What follows belongs to an exercise in optimizing a design on an open flow for small area, a short achievable clock period and few clock cycles per item; a production flow would make more cautious choices.
Only simulation tests tie the RTL to the original design; equivalence was not proved.
Power is estimated from default activity; no workload was simulated.

oak:
==> flow/design.v (excerpt) <==
module rtp_stream_demux_filter_core (
    input  wire logic                            i_clk,
    input  wire logic                            i_rst_n,
    input  wire logic                            s_axis_tvalid,
    output logic                                 s_axis_tready,
    input  wire logic [rsdf_pkg::IN_W-1:0]       s_axis_tdata,
    input  wire logic [0:0]                      s_axis_tuser,
    output logic                                 m_axis_tvalid,
    input  wire logic                            m_axis_tready,
    output logic [rsdf_pkg::OUT_W-1:0]           m_axis_tdata,
    input  wire logic                            i_cfg_valid,
    output logic                                 o_cfg_ready,
    input  wire logic [rsdf_pkg::CFG_IDX_W-1:0]  i_cfg_index,
    input  wire logic [rsdf_pkg::CFG_DATA_W-1:0] i_cfg_data
);
For scale: ~3,800 cells after synthesis, about 1,400 flip-flops, ~59,000 sq um of cells after synthesis.
==> flow/config.mk <==
export PLATFORM = sky130hd
export DESIGN_NAME = rtp_stream_demux_filter_core
export DESIGN_NICKNAME = rtp_stream_demux_filter_core
export VERILOG_FILES = /design/flow/design.v
export SDC_FILE = /design/flow/constraint.sdc
export NUM_CORES = 4
export LEC_CHECK = 0
export CAP_MARGIN = 0
export CORE_MARGIN = 2
export CORE_UTILIZATION = 60
export SETUP_SLACK_MARGIN = 2.7
export SLEW_MARGIN = 0
==> flow/constraint.sdc <==
create_clock -name core_clock -period 5.0 [get_ports {i_clk}]
set_input_delay 1.0000 -clock core_clock [delete_from_list [all_inputs] [get_ports {i_clk}]]
set_output_delay 1.0000 -clock core_clock [all_outputs]
set_load 0.01 [all_outputs]
standard.sh (not shown) runs the stock make flow with config.mk's settings and CLKGATE_MAP_FILE= SYNTH_SCRIPT=/design/flow/synth_recipe.tcl, a recipe that flattens the netlist after the stock synthesis.
==> flow/flow/run.sh <==
#!/bin/bash
# Standard ORFS layout (the standard.sh) with two changes:
#  - port buffers are buf_2 cells instead of the default delay buffer
#  - CTS without dummy loads, clkbuf_8 clock buffers
set -euo pipefail
export BUFFER_PORTS_ARGS="-buffer_cell sky130_fd_sc_hd__buf_2"
export CTS_ARGS="-sink_clustering_enable -repair_clock_nets -dont_use_dummy_load -buf_list sky130_fd_sc_hd__clkbuf_8"
bash standard.sh finish > flow_make.log 2>&1
Testbench counts of oak, summed over its fixed seeds: cycles 4,816, items 4,800.
## Diff of input files: pine against oak
==> flow/flow/run.sh <==
#!/bin/bash
# Standard ORFS layout (the standard.sh) with two changes:
#  - port buffers are buf_2 cells instead of the default delay buffer
#  - CTS without dummy loads, clkbuf_16 clock buffers, sink clusters of up to 25 within 90 um
set -euo pipefail
export BUFFER_PORTS_ARGS="-buffer_cell sky130_fd_sc_hd__buf_2"
export CTS_ARGS="-sink_clustering_enable -repair_clock_nets -dont_use_dummy_load -buf_list sky130_fd_sc_hd__clkbuf_16 -sink_clustering_size 25 -sink_clustering_max_diameter 90"
bash standard.sh finish > flow_make.log 2>&1
--- a/flow/config.mk
+++ b/flow/config.mk
@@ -10,3 +10,3 @@
 export CORE_UTILIZATION = 60
-export SETUP_SLACK_MARGIN = 2.7
+export SETUP_SLACK_MARGIN = 2.9
 export SLEW_MARGIN = 0
==> comparison <==
When the final numbers for oak and pine were put side by side, the fraction of met1 tracks used by global routing turned out to be greater in pine.
pine against oak: actual transition at the worst max-transition pin lower, instance area after placement roughly the same, power per cell area lower.
Ratio of final minimum period to clock period: higher on oak
pine against oak: total number of multi-input combinational cells climbed about 0.4%, post-route met1 wirelength rose 1.5%, routed wire length picked up an extra about 9%.
r_b_mm as the end point of the critical path was reported by oak, and r_b_kill by pine.
Between pine and oak, it is pine whose all-layer global routing usage is higher, by 2.3 points.
Summary of pine over oak: final critical-path setup slack moved up; combinational power went up about 16%.
Input-level comparison between birch and pine:
--- a/flow/config.mk
+++ b/flow/config.mk
@@ -10,3 +10,3 @@
 export CORE_UTILIZATION = 60
-export SETUP_SLACK_MARGIN = 2.9
+export SETUP_SLACK_MARGIN = 2.6
 export SLEW_MARGIN = 0
Findings:
For the wire length on met3, birch came in about 17% lower than pine did. Power went down slightly going from pine to birch. NOTE: worst-case clock skew in birch exceeds that of pine. The area occupied by registers on pine is in line with that on birch. Between birch and pine, it is birch whose number of antenna violations at the first check in global routing is lower, by 7. Taking pine as the reference, in birch post-detailed-placement cell area level, wire length after detailed routing moved down, share of the core filled with cells in the final layout moved down, number of antenna diodes moved down, met1 track demand over resource moved down.
#### Input delta (maple over birch)
--- a/flow/config.mk
+++ b/flow/config.mk
@@ -10,3 +10,3 @@
 export CORE_UTILIZATION = 60
-export SETUP_SLACK_MARGIN = 2.6
+export SETUP_SLACK_MARGIN = 2.7
 export SLEW_MARGIN = 0
==> comparison <==
maple and birch all finish clean. Delta (maple minus birch): total power has remained practically unchanged; share of the cycle needed by the critical path after routing has decreased; via count of the first global-routing pass has decreased; internal cell power has remained practically unchanged; total inserted antenna cells has decreased. Final cell count: birch vs maple, no meaningful difference. maple and birch ended up with roughly the same initial cell density of the core.
The inputs of cedar differ from those of maple as listed below.
--- a/flow/config.mk
+++ b/flow/config.mk
@@ -9,3 +9,3 @@
 export CORE_MARGIN = 2
-export CORE_UTILIZATION = 60
+export CORE_UTILIZATION = 70
 export SETUP_SLACK_MARGIN = 2.7
## What came out
cedar has number of tap cells inserted below what maple had.
Est. power | cedar vs maple | cedar higher
Diff cedar..maple | number of standard cells after synthesis | unchanged
Against maple, largest net degree at the start of global routing in cedar rose by more than 10%.
Measured against each other, cedar and maple differ in design internal power, the higher figure coming from cedar.
maple reports its critical path start-end classification as primary input to flop while cedar reports flop to flop.
| sequential share of layout area | maple vs cedar | ≈ equal |
Of cedar and maple, the run reporting the higher placed instance count was maple.
For the final cell count, cedar came in 3.4% lower than maple did.
Going from maple to cedar, worst relative slew slack went up 7.6 points, area growth from synthesis to final layout went up 0.16 points, routed wire length went down 1.4%.

port drivers added, routing unchanged:
The flow's constraints put no driver on any port. The routed layouts listed below were extracted and timed again, unchanged, in two steps. Step 1 assumes that a clkbuf_16 drives the clock port and a buf_2 every other input. Step 2 moves the port delays by t, midway between the first and last clock arrival at a register: inputs arrive t later, outputs are due t later. That takes back most of the time a late clock gives input paths. Slacks: ideal ports / drivers / drivers and shift; pairs: ideal ports / drivers.
run | t, ns | setup WS [ns] | worst setup path after step 2 | clock arrival spread, ns
oak | 0.950 | 2.543 / 2.539 / 1.729 | input to register | 0.084 / 0.085
pine | 0.728 | 2.649 / 2.685 / 1.957 | input to register | 0.069 / 0.069
birch | 0.730 | 2.431 / 2.462 / 1.733 | input to register | 0.073 / 0.073
maple | 0.722 | 2.618 / 2.633 / 1.933 | input to register | 0.064 / 0.064
cedar | 0.700 | 2.603 / 2.603 / 1.974 | input to register | 0.112 / 0.111
After both steps setup and hold are still met in every run listed. For oak, which loses most, drivers alone change the setup slack by -0.004 ns; drivers and shift together by -0.814 ns.
